This design comes from an exercise in tuning for small area and few clock cycles per item on the open sky130 flow, not from production work.
Only simulation tests tie the RTL to the original design; equivalence was not proved.

==> design/flow/design.v <==
`timescale 1ns/1ps
module invsqrt_coef_rom (
    input  logic [7:0] i_idx,
    output logic [25:0] o_c0,
    output logic [15:0] o_c1,
    output logic [7:0] o_c2
);
    always_comb begin
        case (i_idx)
            8'd0: {o_c0, o_c1, o_c2} = {26'h1a555aa, 16'hb3f7, 8'h86};
            8'd1: {o_c0, o_c1, o_c2} = {26'h19fbe4c, 16'hb1e2, 8'h84};
            8'd2: {o_c0, o_c1, o_c2} = {26'h19a376c, 16'hafd8, 8'h81};
            8'd3: {o_c0, o_c1, o_c2} = {26'h194c0b5, 16'hadd7, 8'h7f};
            8'd4: {o_c0, o_c1, o_c2} = {26'h18f59e0, 16'habe0, 8'h7c};
            8'd5: {o_c0, o_c1, o_c2} = {26'h18a0298, 16'ha9f3, 8'h7a};
            8'd6: {o_c0, o_c1, o_c2} = {26'h184ba97, 16'ha80e, 8'h78};
            8'd7: {o_c0, o_c1, o_c2} = {26'h17f8198, 16'ha633, 8'h75};
            8'd8: {o_c0, o_c1, o_c2} = {26'h17a574f, 16'ha460, 8'h73};
            8'd9: {o_c0, o_c1, o_c2} = {26'h1753b79, 16'ha296, 8'h71};
            8'd10: {o_c0, o_c1, o_c2} = {26'h1702dd4, 16'ha0d4, 8'h6f};
            8'd11: {o_c0, o_c1, o_c2} = {26'h16b2e1f, 16'h9f1a, 8'h6d};
            8'd12: {o_c0, o_c1, o_c2} = {26'h1663c19, 16'h9d68, 8'h6b};
            8'd13: {o_c0, o_c1, o_c2} = {26'h1615785, 16'h9bbe, 8'h69};
            8'd14: {o_c0, o_c1, o_c2} = {26'h15c8024, 16'h9a1b, 8'h68};
            8'd15: {o_c0, o_c1, o_c2} = {26'h157b5c1, 16'h987f, 8'h66};
            8'd16: {o_c0, o_c1, o_c2} = {26'h152f81e, 16'h96eb, 8'h64};
            8'd17: {o_c0, o_c1, o_c2} = {26'h14e4701, 16'h955d, 8'h63};
            8'd18: {o_c0, o_c1, o_c2} = {26'h149a238, 16'h93d6, 8'h61};
            8'd19: {o_c0, o_c1, o_c2} = {26'h145098c, 16'h9256, 8'h5f};
            8'd20: {o_c0, o_c1, o_c2} = {26'h1407cc8, 16'h90dc, 8'h5d};
            8'd21: {o_c0, o_c1, o_c2} = {26'h13bfbb6, 16'h8f69, 8'h5c};
            8'd22: {o_c0, o_c1, o_c2} = {26'h137862a, 16'h8dfb, 8'h5a};
            8'd23: {o_c0, o_c1, o_c2} = {26'h1331bed, 16'h8c94, 8'h59};
            8'd24: {o_c0, o_c1, o_c2} = {26'h12ebcd6, 16'h8b33, 8'h57};
            8'd25: {o_c0, o_c1, o_c2} = {26'h12a68b0, 16'h89d7, 8'h56};
            8'd26: {o_c0, o_c1, o_c2} = {26'h1261f51, 16'h8881, 8'h55};
            8'd27: {o_c0, o_c1, o_c2} = {26'h121e090, 16'h8730, 8'h53};
            8'd28: {o_c0, o_c1, o_c2} = {26'h11dac3a, 16'h85e5, 8'h52};
            8'd29: {o_c0, o_c1, o_c2} = {26'h119822b, 16'h849f, 8'h50};
            8'd30: {o_c0, o_c1, o_c2} = {26'h1156232, 16'h835f, 8'h50};
            8'd31: {o_c0, o_c1, o_c2} = {26'h1114c31, 16'h8223, 8'h4e};
            8'd32: {o_c0, o_c1, o_c2} = {26'h10d3ff8, 16'h80ec, 8'h4d};
            8'd33: {o_c0, o_c1, o_c2} = {26'h1093d62, 16'h7fba, 8'h4c};
            8'd34: {o_c0, o_c1, o_c2} = {26'h105444a, 16'h7e8c, 8'h4b};
            8'd35: {o_c0, o_c1, o_c2} = {26'h101548b, 16'h7d64, 8'h4a};
            8'd36: {o_c0, o_c1, o_c2} = {26'hfd6e03, 16'h7c3f, 8'h48};
            8'd37: {o_c0, o_c1, o_c2} = {26'hf99088, 16'h7b20, 8'h47};
            8'd38: {o_c0, o_c1, o_c2} = {26'hf5bbfb, 16'h7a04, 8'h46};
            8'd39: {o_c0, o_c1, o_c2} = {26'hf1f039, 16'h78ed, 8'h45};
            8'd40: {o_c0, o_c1, o_c2} = {26'hee2d21, 16'h77da, 8'h44};
            8'd41: {o_c0, o_c1, o_c2} = {26'hea7292, 16'h76ca, 8'h43};
            8'd42: {o_c0, o_c1, o_c2} = {26'he6c06c, 16'h75bf, 8'h42};
            8'd43: {o_c0, o_c1, o_c2} = {26'he31690, 16'h74b8, 8'h41};
            8'd44: {o_c0, o_c1, o_c2} = {26'hdf74de, 16'h73b5, 8'h40};
            8'd45: {o_c0, o_c1, o_c2} = {26'hdbdb37, 16'h72b5, 8'h40};
            8'd46: {o_c0, o_c1, o_c2} = {26'hd84982, 16'h71b9, 8'h3f};
            8'd47: {o_c0, o_c1, o_c2} = {26'hd4bf9e, 16'h70c0, 8'h3e};
            8'd48: {o_c0, o_c1, o_c2} = {26'hd13d71, 16'h6fcb, 8'h3d};
            8'd49: {o_c0, o_c1, o_c2} = {26'hcdc2dd, 16'h6eda, 8'h3c};
            8'd50: {o_c0, o_c1, o_c2} = {26'hca4fc8, 16'h6dec, 8'h3b};
            8'd51: {o_c0, o_c1, o_c2} = {26'hc6e417, 16'h6d01, 8'h3a};
            8'd52: {o_c0, o_c1, o_c2} = {26'hc37fb0, 16'h6c19, 8'h39};
            8'd53: {o_c0, o_c1, o_c2} = {26'hc02275, 16'h6b35, 8'h39};
            8'd54: {o_c0, o_c1, o_c2} = {26'hbccc53, 16'h6a54, 8'h38};
            8'd55: {o_c0, o_c1, o_c2} = {26'hb97d31, 16'h6976, 8'h37};
            8'd56: {o_c0, o_c1, o_c2} = {26'hb634f3, 16'h689a, 8'h36};
            8'd57: {o_c0, o_c1, o_c2} = {26'hb2f380, 16'h67c2, 8'h36};
            8'd58: {o_c0, o_c1, o_c2} = {26'hafb8c7, 16'h66ed, 8'h35};
            8'd59: {o_c0, o_c1, o_c2} = {26'hac84ad, 16'h661a, 8'h34};
            8'd60: {o_c0, o_c1, o_c2} = {26'ha9571c, 16'h654a, 8'h33};
            8'd61: {o_c0, o_c1, o_c2} = {26'ha62ffa, 16'h647e, 8'h33};
            8'd62: {o_c0, o_c1, o_c2} = {26'ha30f39, 16'h63b3, 8'h32};
            8'd63: {o_c0, o_c1, o_c2} = {26'h9ff4c0, 16'h62ec, 8'h31};
            8'd64: {o_c0, o_c1, o_c2} = {26'h9ce077, 16'h6227, 8'h31};
            8'd65: {o_c0, o_c1, o_c2} = {26'h99d24e, 16'h6164, 8'h30};
            8'd66: {o_c0, o_c1, o_c2} = {26'h96ca2e, 16'h60a4, 8'h30};
            8'd67: {o_c0, o_c1, o_c2} = {26'h93c807, 16'h5fe6, 8'h2f};
            8'd68: {o_c0, o_c1, o_c2} = {26'h90cbc0, 16'h5f2b, 8'h2f};
            8'd69: {o_c0, o_c1, o_c2} = {26'h8dd54b, 16'h5e72, 8'h2e};
            8'd70: {o_c0, o_c1, o_c2} = {26'h8ae494, 16'h5dbc, 8'h2d};
            8'd71: {o_c0, o_c1, o_c2} = {26'h87f984, 16'h5d08, 8'h2d};
            8'd72: {o_c0, o_c1, o_c2} = {26'h851411, 16'h5c56, 8'h2c};
            8'd73: {o_c0, o_c1, o_c2} = {26'h823420, 16'h5ba6, 8'h2c};
            8'd74: {o_c0, o_c1, o_c2} = {26'h7f59a9, 16'h5af8, 8'h2b};
            8'd75: {o_c0, o_c1, o_c2} = {26'h7c8492, 16'h5a4d, 8'h2b};
            8'd76: {o_c0, o_c1, o_c2} = {26'h79b4d1, 16'h59a4, 8'h2a};
            8'd77: {o_c0, o_c1, o_c2} = {26'h76ea50, 16'h58fc, 8'h2a};
            8'd78: {o_c0, o_c1, o_c2} = {26'h742505, 16'h5857, 8'h29};
            8'd79: {o_c0, o_c1, o_c2} = {26'h7164db, 16'h57b4, 8'h28};
            8'd80: {o_c0, o_c1, o_c2} = {26'h6ea9c1, 16'h5712, 8'h28};
            8'd81: {o_c0, o_c1, o_c2} = {26'h6bf3ab, 16'h5673, 8'h28};
            8'd82: {o_c0, o_c1, o_c2} = {26'h69428a, 16'h55d6, 8'h27};
            8'd83: {o_c0, o_c1, o_c2} = {26'h66964c, 16'h553a, 8'h27};
            8'd84: {o_c0, o_c1, o_c2} = {26'h63eee6, 16'h54a0, 8'h26};
            8'd85: {o_c0, o_c1, o_c2} = {26'h614c45, 16'h5408, 8'h26};
            8'd86: {o_c0, o_c1, o_c2} = {26'h5eae60, 16'h5372, 8'h25};
            8'd87: {o_c0, o_c1, o_c2} = {26'h5c1523, 16'h52dd, 8'h25};
            8'd88: {o_c0, o_c1, o_c2} = {26'h598086, 16'h524a, 8'h24};
            8'd89: {o_c0, o_c1, o_c2} = {26'h56f076, 16'h51b9, 8'h24};
            8'd90: {o_c0, o_c1, o_c2} = {26'h5464e9, 16'h512a, 8'h24};
            8'd91: {o_c0, o_c1, o_c2} = {26'h51ddd3, 16'h509c, 8'h23};
            8'd92: {o_c0, o_c1, o_c2} = {26'h4f5b23, 16'h5010, 8'h23};
            8'd93: {o_c0, o_c1, o_c2} = {26'h4cdcd1, 16'h4f85, 8'h22};
            8'd94: {o_c0, o_c1, o_c2} = {26'h4a62cc, 16'h4efc, 8'h22};
            8'd95: {o_c0, o_c1, o_c2} = {26'h47ed0b, 16'h4e75, 8'h21};
            8'd96: {o_c0, o_c1, o_c2} = {26'h457b7e, 16'h4dee, 8'h21};
            8'd97: {o_c0, o_c1, o_c2} = {26'h430e1c, 16'h4d6a, 8'h21};
            8'd98: {o_c0, o_c1, o_c2} = {26'h40a4da, 16'h4ce7, 8'h20};
            8'd99: {o_c0, o_c1, o_c2} = {26'h3e3faa, 16'h4c65, 8'h20};
            8'd100: {o_c0, o_c1, o_c2} = {26'h3bde81, 16'h4be5, 8'h20};
            8'd101: {o_c0, o_c1, o_c2} = {26'h398154, 16'h4b66, 8'h20};
            8'd102: {o_c0, o_c1, o_c2} = {26'h37281c, 16'h4ae9, 8'h1f};
            8'd103: {o_c0, o_c1, o_c2} = {26'h34d2c7, 16'h4a6d, 8'h1f};
            8'd104: {o_c0, o_c1, o_c2} = {26'h328150, 16'h49f2, 8'h1e};
            8'd105: {o_c0, o_c1, o_c2} = {26'h3033a8, 16'h4978, 8'h1e};
            8'd106: {o_c0, o_c1, o_c2} = {26'h2de9c6, 16'h4900, 8'h1e};
            8'd107: {o_c0, o_c1, o_c2} = {26'h2ba3a1, 16'h4889, 8'h1e};
            8'd108: {o_c0, o_c1, o_c2} = {26'h296131, 16'h4813, 8'h1d};
            8'd109: {o_c0, o_c1, o_c2} = {26'h272266, 16'h479f, 8'h1d};
            8'd110: {o_c0, o_c1, o_c2} = {26'h24e739, 16'h472c, 8'h1d};
            8'd111: {o_c0, o_c1, o_c2} = {26'h22afa4, 16'h46ba, 8'h1c};
            8'd112: {o_c0, o_c1, o_c2} = {26'h207b98, 16'h4649, 8'h1c};
            8'd113: {o_c0, o_c1, o_c2} = {26'h1e4b0d, 16'h45d9, 8'h1c};
            8'd114: {o_c0, o_c1, o_c2} = {26'h1c1dfd, 16'h456b, 8'h1b};
            8'd115: {o_c0, o_c1, o_c2} = {26'h19f45b, 16'h44fe, 8'h1b};
            8'd116: {o_c0, o_c1, o_c2} = {26'h17ce1f, 16'h4491, 8'h1b};
            8'd117: {o_c0, o_c1, o_c2} = {26'h15ab40, 16'h4426, 8'h1b};
            8'd118: {o_c0, o_c1, o_c2} = {26'h138bb9, 16'h43bc, 8'h1a};
            8'd119: {o_c0, o_c1, o_c2} = {26'h116f7b, 16'h4353, 8'h1a};
            8'd120: {o_c0, o_c1, o_c2} = {26'hf5681, 16'h42eb, 8'h1a};
            8'd121: {o_c0, o_c1, o_c2} = {26'hd40c2, 16'h4284, 8'h1a};
            8'd122: {o_c0, o_c1, o_c2} = {26'hb2e39, 16'h421e, 8'h19};
            8'd123: {o_c0, o_c1, o_c2} = {26'h91ed8, 16'h41ba, 8'h19};
            8'd124: {o_c0, o_c1, o_c2} = {26'h71299, 16'h4156, 8'h19};
            8'd125: {o_c0, o_c1, o_c2} = {26'h50979, 16'h40f3, 8'h18};
            8'd126: {o_c0, o_c1, o_c2} = {26'h30369, 16'h4091, 8'h18};
            8'd127: {o_c0, o_c1, o_c2} = {26'h10064, 16'h4030, 8'h18};
            8'd128: {o_c0, o_c1, o_c2} = {26'h3fc0307, 16'hfe81, 8'hbd};
            8'd129: {o_c0, o_c1, o_c2} = {26'h3f41ac5, 16'hfb90, 8'hba};
            8'd130: {o_c0, o_c1, o_c2} = {26'h3ec49d3, 16'hf8ae, 8'hb7};
            8'd131: {o_c0, o_c1, o_c2} = {26'h3e48fc2, 16'hf5d9, 8'hb3};
            8'd132: {o_c0, o_c1, o_c2} = {26'h3dcec1e, 16'hf312, 8'hb0};
            8'd133: {o_c0, o_c1, o_c2} = {26'h3d55e81, 16'hf058, 8'hac};
            8'd134: {o_c0, o_c1, o_c2} = {26'h3cde67a, 16'hedab, 8'haa};
            8'd135: {o_c0, o_c1, o_c2} = {26'h3c683ad, 16'heb0b, 8'ha6};
            8'd136: {o_c0, o_c1, o_c2} = {26'h3bf35ae, 16'he877, 8'ha3};
            8'd137: {o_c0, o_c1, o_c2} = {26'h3b7fc1f, 16'he5ef, 8'ha0};
            8'd138: {o_c0, o_c1, o_c2} = {26'h3b0d6a3, 16'he372, 8'h9d};
            8'd139: {o_c0, o_c1, o_c2} = {26'h3a9c4db, 16'he101, 8'h9a};
            8'd140: {o_c0, o_c1, o_c2} = {26'h3a2c66f, 16'hde9b, 8'h97};
            8'd141: {o_c0, o_c1, o_c2} = {26'h39bdb03, 16'hdc40, 8'h95};
            8'd142: {o_c0, o_c1, o_c2} = {26'h3950246, 16'hd9f0, 8'h93};
            8'd143: {o_c0, o_c1, o_c2} = {26'h38e3be6, 16'hd7aa, 8'h90};
            8'd144: {o_c0, o_c1, o_c2} = {26'h387878c, 16'hd56d, 8'h8e};
            8'd145: {o_c0, o_c1, o_c2} = {26'h380e4ef, 16'hd33b, 8'h8b};
            8'd146: {o_c0, o_c1, o_c2} = {26'h37a53bc, 16'hd113, 8'h89};
            8'd147: {o_c0, o_c1, o_c2} = {26'h373d3ab, 16'hcef3, 8'h86};
            8'd148: {o_c0, o_c1, o_c2} = {26'h36d646e, 16'hccdd, 8'h84};
            8'd149: {o_c0, o_c1, o_c2} = {26'h36705c0, 16'hcad0, 8'h82};
            8'd150: {o_c0, o_c1, o_c2} = {26'h360b759, 16'hc8cb, 8'h80};
            8'd151: {o_c0, o_c1, o_c2} = {26'h35a78f5, 16'hc6cf, 8'h7e};
            8'd152: {o_c0, o_c1, o_c2} = {26'h3544a51, 16'hc4db, 8'h7c};
            8'd153: {o_c0, o_c1, o_c2} = {26'h34e2b2a, 16'hc2ef, 8'h7a};
            8'd154: {o_c0, o_c1, o_c2} = {26'h3481b41, 16'hc10c, 8'h78};
            8'd155: {o_c0, o_c1, o_c2} = {26'h3421a57, 16'hbf30, 8'h76};
            8'd156: {o_c0, o_c1, o_c2} = {26'h33c282e, 16'hbd5b, 8'h74};
            8'd157: {o_c0, o_c1, o_c2} = {26'h336448a, 16'hbb8e, 8'h72};
            8'd158: {o_c0, o_c1, o_c2} = {26'h3306f2e, 16'hb9c9, 8'h71};
            8'd159: {o_c0, o_c1, o_c2} = {26'h32aa7e5, 16'hb80a, 8'h6f};
            8'd160: {o_c0, o_c1, o_c2} = {26'h324ee76, 16'hb653, 8'h6d};
            8'd161: {o_c0, o_c1, o_c2} = {26'h31f42a9, 16'hb4a2, 8'h6b};
            8'd162: {o_c0, o_c1, o_c2} = {26'h319a444, 16'hb2f8, 8'h6a};
            8'd163: {o_c0, o_c1, o_c2} = {26'h314131a, 16'hb154, 8'h68};
            8'd164: {o_c0, o_c1, o_c2} = {26'h30e8ef5, 16'hafb7, 8'h66};
            8'd165: {o_c0, o_c1, o_c2} = {26'h309179d, 16'hae20, 8'h65};
            8'd166: {o_c0, o_c1, o_c2} = {26'h303ace6, 16'hac8e, 8'h64};
            8'd167: {o_c0, o_c1, o_c2} = {26'h2fe4ea2, 16'hab04, 8'h62};
            8'd168: {o_c0, o_c1, o_c2} = {26'h2f8fc9f, 16'ha97e, 8'h60};
            8'd169: {o_c0, o_c1, o_c2} = {26'h2f3b6ab, 16'ha7ff, 8'h5f};
            8'd170: {o_c0, o_c1, o_c2} = {26'h2ee7c9b, 16'ha685, 8'h5e};
            8'd171: {o_c0, o_c1, o_c2} = {26'h2e94e48, 16'ha511, 8'h5c};
            8'd172: {o_c0, o_c1, o_c2} = {26'h2e42b7e, 16'ha3a2, 8'h5b};
            8'd173: {o_c0, o_c1, o_c2} = {26'h2df1416, 16'ha238, 8'h5a};
            8'd174: {o_c0, o_c1, o_c2} = {26'h2da07ea, 16'ha0d4, 8'h58};
            8'd175: {o_c0, o_c1, o_c2} = {26'h2d506cb, 16'h9f74, 8'h57};
            8'd176: {o_c0, o_c1, o_c2} = {26'h2d01092, 16'h9e1a, 8'h56};
            8'd177: {o_c0, o_c1, o_c2} = {26'h2cb251d, 16'h9cc4, 8'h54};
            8'd178: {o_c0, o_c1, o_c2} = {26'h2c6443e, 16'h9b74, 8'h53};
            8'd179: {o_c0, o_c1, o_c2} = {26'h2c16dd2, 16'h9a28, 8'h52};
            8'd180: {o_c0, o_c1, o_c2} = {26'h2bca1b5, 16'h98e0, 8'h51};
            8'd181: {o_c0, o_c1, o_c2} = {26'h2b7dfc1, 16'h979d, 8'h50};
            8'd182: {o_c0, o_c1, o_c2} = {26'h2b327d4, 16'h965e, 8'h4f};
            8'd183: {o_c0, o_c1, o_c2} = {26'h2ae79ca, 16'h9524, 8'h4e};
            8'd184: {o_c0, o_c1, o_c2} = {26'h2a9d582, 16'h93ee, 8'h4d};
            8'd185: {o_c0, o_c1, o_c2} = {26'h2a53ad8, 16'h92bc, 8'h4c};
            8'd186: {o_c0, o_c1, o_c2} = {26'h2a0a9ad, 16'h918f, 8'h4b};
            8'd187: {o_c0, o_c1, o_c2} = {26'h29c21df, 16'h9065, 8'h4a};
            8'd188: {o_c0, o_c1, o_c2} = {26'h297a34f, 16'h8f3f, 8'h49};
            8'd189: {o_c0, o_c1, o_c2} = {26'h2932dde, 16'h8e1d, 8'h48};
            8'd190: {o_c0, o_c1, o_c2} = {26'h28ec16d, 16'h8cff, 8'h47};
            8'd191: {o_c0, o_c1, o_c2} = {26'h28a5ddd, 16'h8be5, 8'h46};
            8'd192: {o_c0, o_c1, o_c2} = {26'h2860312, 16'h8ace, 8'h45};
            8'd193: {o_c0, o_c1, o_c2} = {26'h281b0ee, 16'h89bb, 8'h44};
            8'd194: {o_c0, o_c1, o_c2} = {26'h27d6755, 16'h88ac, 8'h43};
            8'd195: {o_c0, o_c1, o_c2} = {26'h279262a, 16'h879f, 8'h42};
            8'd196: {o_c0, o_c1, o_c2} = {26'h274ed50, 16'h8697, 8'h42};
            8'd197: {o_c0, o_c1, o_c2} = {26'h270bcb1, 16'h8591, 8'h41};
            8'd198: {o_c0, o_c1, o_c2} = {26'h26c942f, 16'h848f, 8'h40};
            8'd199: {o_c0, o_c1, o_c2} = {26'h26873b2, 16'h8391, 8'h3f};
            8'd200: {o_c0, o_c1, o_c2} = {26'h2645b1d, 16'h8295, 8'h3e};
            8'd201: {o_c0, o_c1, o_c2} = {26'h2604a57, 16'h819c, 8'h3e};
            8'd202: {o_c0, o_c1, o_c2} = {26'h25c414d, 16'h80a7, 8'h3d};
            8'd203: {o_c0, o_c1, o_c2} = {26'h2583fe1, 16'h7fb4, 8'h3c};
            8'd204: {o_c0, o_c1, o_c2} = {26'h25445fe, 16'h7ec5, 8'h3b};
            8'd205: {o_c0, o_c1, o_c2} = {26'h2505388, 16'h7dd8, 8'h3b};
            8'd206: {o_c0, o_c1, o_c2} = {26'h24c686f, 16'h7cef, 8'h3a};
            8'd207: {o_c0, o_c1, o_c2} = {26'h2488498, 16'h7c08, 8'h39};
            8'd208: {o_c0, o_c1, o_c2} = {26'h244a7ed, 16'h7b23, 8'h38};
            8'd209: {o_c0, o_c1, o_c2} = {26'h240d256, 16'h7a42, 8'h38};
            8'd210: {o_c0, o_c1, o_c2} = {26'h23d03c2, 16'h7963, 8'h37};
            8'd211: {o_c0, o_c1, o_c2} = {26'h2393c17, 16'h7887, 8'h37};
            8'd212: {o_c0, o_c1, o_c2} = {26'h2357b46, 16'h77ae, 8'h36};
            8'd213: {o_c0, o_c1, o_c2} = {26'h231c137, 16'h76d7, 8'h35};
            8'd214: {o_c0, o_c1, o_c2} = {26'h22e0dd3, 16'h7602, 8'h35};
            8'd215: {o_c0, o_c1, o_c2} = {26'h22a610c, 16'h7530, 8'h34};
            8'd216: {o_c0, o_c1, o_c2} = {26'h226bacc, 16'h7460, 8'h33};
            8'd217: {o_c0, o_c1, o_c2} = {26'h2231afc, 16'h7393, 8'h33};
            8'd218: {o_c0, o_c1, o_c2} = {26'h21f8190, 16'h72c8, 8'h32};
            8'd219: {o_c0, o_c1, o_c2} = {26'h21bee6e, 16'h7200, 8'h32};
            8'd220: {o_c0, o_c1, o_c2} = {26'h218618b, 16'h7139, 8'h31};
            8'd221: {o_c0, o_c1, o_c2} = {26'h214dad1, 16'h7075, 8'h30};
            8'd222: {o_c0, o_c1, o_c2} = {26'h2115a2d, 16'h6fb4, 8'h30};
            8'd223: {o_c0, o_c1, o_c2} = {26'h20ddf8e, 16'h6ef4, 8'h30};
            8'd224: {o_c0, o_c1, o_c2} = {26'h20a6ae8, 16'h6e36, 8'h2f};
            8'd225: {o_c0, o_c1, o_c2} = {26'h206fc25, 16'h6d7b, 8'h2e};
            8'd226: {o_c0, o_c1, o_c2} = {26'h2039334, 16'h6cc1, 8'h2e};
            8'd227: {o_c0, o_c1, o_c2} = {26'h2003005, 16'h6c0a, 8'h2e};
            8'd228: {o_c0, o_c1, o_c2} = {26'h1fcd28c, 16'h6b55, 8'h2d};
            8'd229: {o_c0, o_c1, o_c2} = {26'h1f97ab6, 16'h6aa1, 8'h2c};
            8'd230: {o_c0, o_c1, o_c2} = {26'h1f62871, 16'h69f0, 8'h2c};
            8'd231: {o_c0, o_c1, o_c2} = {26'h1f2dbb0, 16'h6940, 8'h2c};
            8'd232: {o_c0, o_c1, o_c2} = {26'h1ef9466, 16'h6893, 8'h2b};
            8'd233: {o_c0, o_c1, o_c2} = {26'h1ec527f, 16'h67e7, 8'h2b};
            8'd234: {o_c0, o_c1, o_c2} = {26'h1e915f2, 16'h673d, 8'h2a};
            8'd235: {o_c0, o_c1, o_c2} = {26'h1e5deab, 16'h6695, 8'h2a};
            8'd236: {o_c0, o_c1, o_c2} = {26'h1e2aca1, 16'h65ee, 8'h29};
            8'd237: {o_c0, o_c1, o_c2} = {26'h1df7fbf, 16'h654a, 8'h29};
            8'd238: {o_c0, o_c1, o_c2} = {26'h1dc57ff, 16'h64a7, 8'h28};
            8'd239: {o_c0, o_c1, o_c2} = {26'h1d9354d, 16'h6406, 8'h28};
            8'd240: {o_c0, o_c1, o_c2} = {26'h1d6179d, 16'h6366, 8'h28};
            8'd241: {o_c0, o_c1, o_c2} = {26'h1d2fee6, 16'h62c8, 8'h27};
            8'd242: {o_c0, o_c1, o_c2} = {26'h1cfeb15, 16'h622c, 8'h27};
            8'd243: {o_c0, o_c1, o_c2} = {26'h1ccdc22, 16'h6191, 8'h26};
            8'd244: {o_c0, o_c1, o_c2} = {26'h1c9d1fc, 16'h60f8, 8'h26};
            8'd245: {o_c0, o_c1, o_c2} = {26'h1c6cc97, 16'h6061, 8'h26};
            8'd246: {o_c0, o_c1, o_c2} = {26'h1c3cbec, 16'h5fcb, 8'h25};
            8'd247: {o_c0, o_c1, o_c2} = {26'h1c0cfe8, 16'h5f36, 8'h25};
            8'd248: {o_c0, o_c1, o_c2} = {26'h1bdd881, 16'h5ea3, 8'h25};
            8'd249: {o_c0, o_c1, o_c2} = {26'h1bae5b0, 16'h5e12, 8'h24};
            8'd250: {o_c0, o_c1, o_c2} = {26'h1b7f761, 16'h5d82, 8'h24};
            8'd251: {o_c0, o_c1, o_c2} = {26'h1b50d90, 16'h5cf3, 8'h23};
            8'd252: {o_c0, o_c1, o_c2} = {26'h1b2282d, 16'h5c66, 8'h23};
            8'd253: {o_c0, o_c1, o_c2} = {26'h1af472d, 16'h5bda, 8'h23};
            8'd254: {o_c0, o_c1, o_c2} = {26'h1ac6a88, 16'h5b50, 8'h22};
            8'd255: {o_c0, o_c1, o_c2} = {26'h1a99230, 16'h5ac6, 8'h22};
            default: {o_c0, o_c1, o_c2} = '0;
        endcase
    end
endmodule
`timescale 1ns/1ps
module invsqrt_top (
    input  logic        i_clk,
    input  logic        i_arst_n,
    input  logic        i_valid,
    output logic        o_ready,
    input  logic [31:0] i_x,
    output logic        o_valid,
    input  logic        i_ready,
    output logic [31:0] o_result,
    output logic        o_invalid_op,
    output logic        o_divide_by_zero
);
    localparam int K   = 7;
    localparam int W   = 16;
    localparam int FB  = 26;
    logic        sign;
    logic [7:0]  e;
    logic [22:0] f;
    logic        exp_zero;
    logic        exp_ones;
    logic        man_zero;
    logic        is_nan_out;
    logic        is_zero_out;
    logic        flag_inv;
    logic        flag_dz;
    logic        pow4;
    assign sign = i_x[31];
    assign e    = i_x[30:23];
    assign f    = i_x[22:0];
    assign exp_zero = (e == 8'h00);
    assign exp_ones = (e == 8'hFF);
    assign man_zero = (f == 23'd0);
    assign flag_dz     = exp_zero;
    assign flag_inv    = sign && !exp_zero && !(exp_ones && !man_zero);
    assign is_nan_out  = exp_zero || exp_ones && !man_zero || flag_inv;
    assign is_zero_out = !sign && exp_ones && man_zero;
    assign pow4        = e[0] && man_zero;
    logic [26-1:0]  c0;
    logic [16-1:0]  c1;
    logic [8-1:0]  c2;
    logic signed [W-1:0]          d;
    logic signed [9-1:0]       dh;
    logic signed [18-1:0]      sq;
    logic [8-1:0]              z;
    logic signed [33-1:0]      p1;
    logic [16-1:0]             p2;
    logic signed [FB+2:0]         g;
    logic signed [16:0]        c1s;
    logic signed [FB+2:0]         c0s;
    logic signed [16:0]        p2s;
    logic [23:0]                  sig;
    invsqrt_coef_rom u_rom (
        .i_idx ({e[0], f[22 -: K]}),
        .o_c0  (c0),
        .o_c1  (c1),
        .o_c2  (c2)
    );
    assign d  = {~f[W-1], f[W-2:0]};
    assign dh = d[W-1 -: 9];
    assign sq = dh * dh;
    assign z  = sq[9 +: 8];
    assign c1s = {1'b0, c1};
    assign p1 = c1s * d;
    assign p2 = c2 * z;
    assign c0s = {3'b001, c0};
    assign p2s = {1'b0, p2} >> 5;
    assign g  = c0s - (p1 >>> 13) + p2s;
    assign sig = g[3 +: 24];
    logic [7:0]  exp_res;
    logic [8:0]  exp_sum;
    logic [31:0] word;
    assign exp_sum = 9'd125 + {1'b0, ~e} + {8'd0, pow4};
    assign exp_res = exp_sum[8:1];
    always_comb begin
        if (is_nan_out) begin
            word = 32'h7FC0_0000;
        end else if (is_zero_out) begin
            word = 32'h0000_0000;
        end else if (pow4) begin
            word = {1'b0, exp_res, 23'd0};
        end else begin
            word = {1'b0, exp_res, sig[22:0]};
        end
    end
    logic        valid_q;
    logic [33:0] data_q;
    assign o_ready = !valid_q || i_ready;
    assign o_valid = valid_q;
    assign {o_invalid_op, o_divide_by_zero, o_result} = data_q;
    always_ff @(posedge i_clk or negedge i_arst_n) begin
        if (!i_arst_n) begin
            valid_q <= 1'b0;
        end else if (o_ready) begin
            valid_q <= i_valid;
        end
    end
    always_ff @(posedge i_clk) begin
        if (o_ready) begin
            data_q <= {flag_inv, flag_dz, word};
        end
    end
endmodule
==> design/flow/run.sh <==
#!/bin/bash
# synth_recipe.tcl (not shown) runs the flow's synth.tcl, then flattens the netlist and writes it again
# the make line also repeats each setting of config.mk as NAME=value (left out here)
make -C /OpenROAD-flow-scripts/flow DESIGN_CONFIG=/design/flow/config.mk WORK_HOME=/design/flow/orfs CLKGATE_MAP_FILE= SYNTH_SCRIPT=/design/flow/synth_recipe.tcl finish
==> design/flow/config.mk <==
export PLATFORM = sky130hd
export DESIGN_NAME = invsqrt_top
export DESIGN_NICKNAME = invsqrt_top
export VERILOG_FILES = /design/flow/design.v
export SDC_FILE = /design/flow/constraint.sdc
export NUM_CORES = 4
export LEC_CHECK = 0
export CAP_MARGIN = 20
export CORE_MARGIN = 2
export CORE_UTILIZATION = 40
export SLEW_MARGIN = 20
export SYNTH_MEMORY_MAX_BITS = 65536
==> design/flow/constraint.sdc <==
create_clock -name core_clock -period 10.5 [get_ports {i_clk}]
set_input_delay 2.1000 -clock core_clock [delete_from_list [all_inputs] [get_ports {i_clk}]]
set_output_delay 2.1000 -clock core_clock [all_outputs]
set_load 0.01 [all_outputs]
==> results.json <==
{
  "status": "finished with violations",
  "violatedChecks": "negative setup slack",
  "syn_nets": 4371,
  "async_flop_share_pct": 2.941,
  "rows": 95,
  "yosysWarningCount": 2,
  "h-tree-depth": 2,
  "synth-main-ff-cell": "edfxtp_1",
  "syn_avg_cell_area_um2": 7.235,
  "start_util_pct": 40.50,
  "wire_per_inst_um": 33.52,
  "drt-initial-drc-count": 5511,
  "grt_use_met3_pct": 21.80,
  "dieArea_um2": 70350,
  "syn-instance-count": 3773,
  "cts_tree": "done",
  "coreArea_um2": 67400,
  "track_usage_pct": 52.11,
  "dr.pass1.iters": 8,
  "top_usage_layer": "met2",
  "clock_latency_ps": 280,
  "required_ps": 10510,
  "regArea_um2": 1016,
  "ctsLongestPathBuffers": 2,
  "synthToLayoutAreaGrowth_pct": 41.59,
  "yosysTopAreaCellShare_pct": 21.42,
  "slew_violations": 0,
  "grt_pass1_wl_um": 260000,
  "route.antenna.remaining_nets": 0,
  "pin_count": 72,
  "yosys-top-cells-area": "fa_1, ha_1, nand2_1, inv_1, a21oi_1",
  "path_max_fanout": 3,
  "crit_path_top_delay_cell": "fa_1",
  "n_fill_cell": 6306,
  "grt_overflow_total": 0,
  "postLayoutCoreUtil_pct": 57.35,
  "fin_hold_ws_ps": 1091,
  "synth_common_cells": "nand2_1, inv_1, nor2_1",
  "die_x_um": 265.2,
  "cts_sinks": 34,
  "crit_path_end_kind": "flop",
  "fin_skew_ps": 6.740,
  "drc": 0,
  "use_met2_pct": 74.19,
  "synth_top_cell_by_area": "fa_1",
  "hp-class": "reg -> reg",
  "ys_ff_latch": 34,
  "cp-start-kind": "input pin",
  "crit_path_frequent_cell": "fa_1",
  "worst-setup-path-type": "in -> reg",
  "ys_seq_area_share_pct": 3.722,
  "max_freq_mhz": 72.80,
  "ys_types": 94,
  "grt_max_degree": 45,
  "grt_pass1_vias": 35100,
  "synth-edff-count": 33,
  "grt_use_met1_pct": 60.58,
  "syn_area_um2": 27300,
  "hpwl_um": 152600,
  "gp_congestion": 1.177,
  "setup_viol": 23,
  "cp.arrival_ps": 13740,
  "tightest_slew_ps": 1259,
  "finalHoldViolations": 0,
  "fin_crit_ps": 13740,
  "drt-vias-per-instance": 6.481,
  "antenna_found_initial": 21,
  "layout-drive-gt1-share_pct": 31.33,
  "root_buffer": "clkbuf_16",
  "max_slew_margin_pct": 15.00,
  "clkTransAtPathRegs_ps": 60,
  "critPathMaxStageDelay_ps": 570,
  "rsz0062_at_grt": "true",
  "die_h_um": 265.2,
  "port_buffers": 70,
  "vias": 36310,
  "finalNetCount": 5311,
  "wirelength_um": 187800,
  "cap_violations": 0,
  "cts_made_buffers": 5,
  "multiInputGateArea_um2": 24410,
  "post-route-period-util_pct": 130.8,
  "worst_slack_ps": -3236,
  "synth.most_common_cell": "nand2_1"
}
logic make-up after synthesis:
logic type / count (synthesis) / synth area share [%]
adder cells (fa/ha/maj): 562 / 33.79
AO/OA/AOI/OAI: 1077 / 25.22
XOR/XNOR: 70 / 2.246
buffers and inverters: 740 / 10.87
multiplexers: 53 / 3.479
AND/OR/NAND/NOR: 1236 / 20.66
flip-flops: 34 / 3.722
other: 1 / 0.01374
path summary, 6_finish.rpt:
kind,startpoint,endpoint,slack [ps],cells past startpoint
max in group asynchronous,i_arst_n,valid_q,8450,1
min in group asynchronous,i_arst_n,valid_q,1960,1
max reg2reg,valid_q,data_q[3],9110,1
min reg2reg,valid_q,valid_q,1090,2
max,i_x[13],data_q[22],-3240,56
min,valid_q,valid_q,1090,2
placed cells by master, fill, tap and decap left out, types with 18 or more instances in the layout:
master and n:
o211ai_1 62, xnor2_1 35, or3_1 21, o21ai_0 260
or2_2 32, nor2b_1 35, nor2_1 311, clkdlybuf4s50_1 55
a21oi_1 265, nand2_1 454, nand3_1 56, inv_2 24
o31ai_1 23, buf_6 31, mux4_2 32, a211oi_1 69
nand2b_1 52, xor2_1 19, inv_1 398, o311ai_0 34
o22ai_1 32, buf_4 1089, o221ai_1 18, a221oi_1 23
buf_12 57, ha_1 249, a31oi_1 49, fa_1 289
edfxtp_1 33, and2_1 86, a311oi_1 23, nor3_1 68
a21o_1 35
sequential cells by signal, indices dropped and copies added, names as in the netlist:
name	count
valid_q	1
data_q	33
through the flow:
step	setup WS [ps]	instance area, um2	TNS, ps	instances
2_1_floorplan	-2518	27580	-41750	3773
3_3_place_gp	-3666	37200	-71230	5541
3_5_place_dp	-3870	37200	-75950	5542
4_1_cts	-2993	38100	-55980	5571
5_1_grt	-3583	38610	-67480	5589
6_report	-3236	38650	-59800	5603
layout make-up:
type | count | area share (%)
clock buffer | 7 | 0.3691
antenna | 16 | 0.1036
multi-input combinational | 2999 | 63.15
sequential | 34 | 2.629
timing repair buffer | 1245 | 26.71
inverter | 428 | 4.192
clock inverter | 1 | 0.01295
tap | 873 | 2.826
worst max-delay path: cells and delay by family:
family | cells | cell delay [ps]
AND/OR/NAND/NOR | 5 | 590
XOR/XNOR | 1 | 260
buffers and inverters | 14 | 1120
adder cells (fa/ha/maj) | 13 | 5670
AO/OA/AOI/OAI | 23 | 3960
per-layer routing:
metal	wire, um	part of all wire [%]	vias to the layer above
met4	20810	11	16
li1	-	-	14940
met1	65620	35	17340
met5	104	0.055	-
met2	74950	40	3018
met3	26310	14	995
timing repair:
| item | CTS | global route |
|---|---|---|
| hold buffers | 0 | 0 |
| pin swaps | 87 | 88 |
| cloned | 0 | 0 |
| resized for setup | 154 | 91 |
| setup buffers | 26 | 19 |
| setup endpoints to repair | 23 | 23 |
Testbench counts, summed over its fixed seeds: cycles 32,008, items 32,000.

[re-timing with driven ports]
How much do the figures lean on ideal ports? The routed layout below was timed once more, with nothing changed but the port constraints.
Step 1 sets driving cells, clkbuf_16 on the clock port and buf_2 on the other inputs (assumed; they add their load-dependent delay and slew).
Step 2 moves the port delays by t, midway between the first and last clock arrival at a register: inputs arrive t later, outputs are due t later. That takes back most of the time a late clock gives input paths.
Slacks: ideal / step 1 / step 2; pairs: ideal / step 1.
t, ns: 0.310
setup slack, ns: -3.236 / -3.240 / -3.550
clock arrival spread, ns: 0.009 / 0.009
slew at the worst register clock pin (ns): 0.06 / 0.06
For this run, drivers alone change the setup slack by -0.004 ns; drivers and shift together by -0.314 ns.
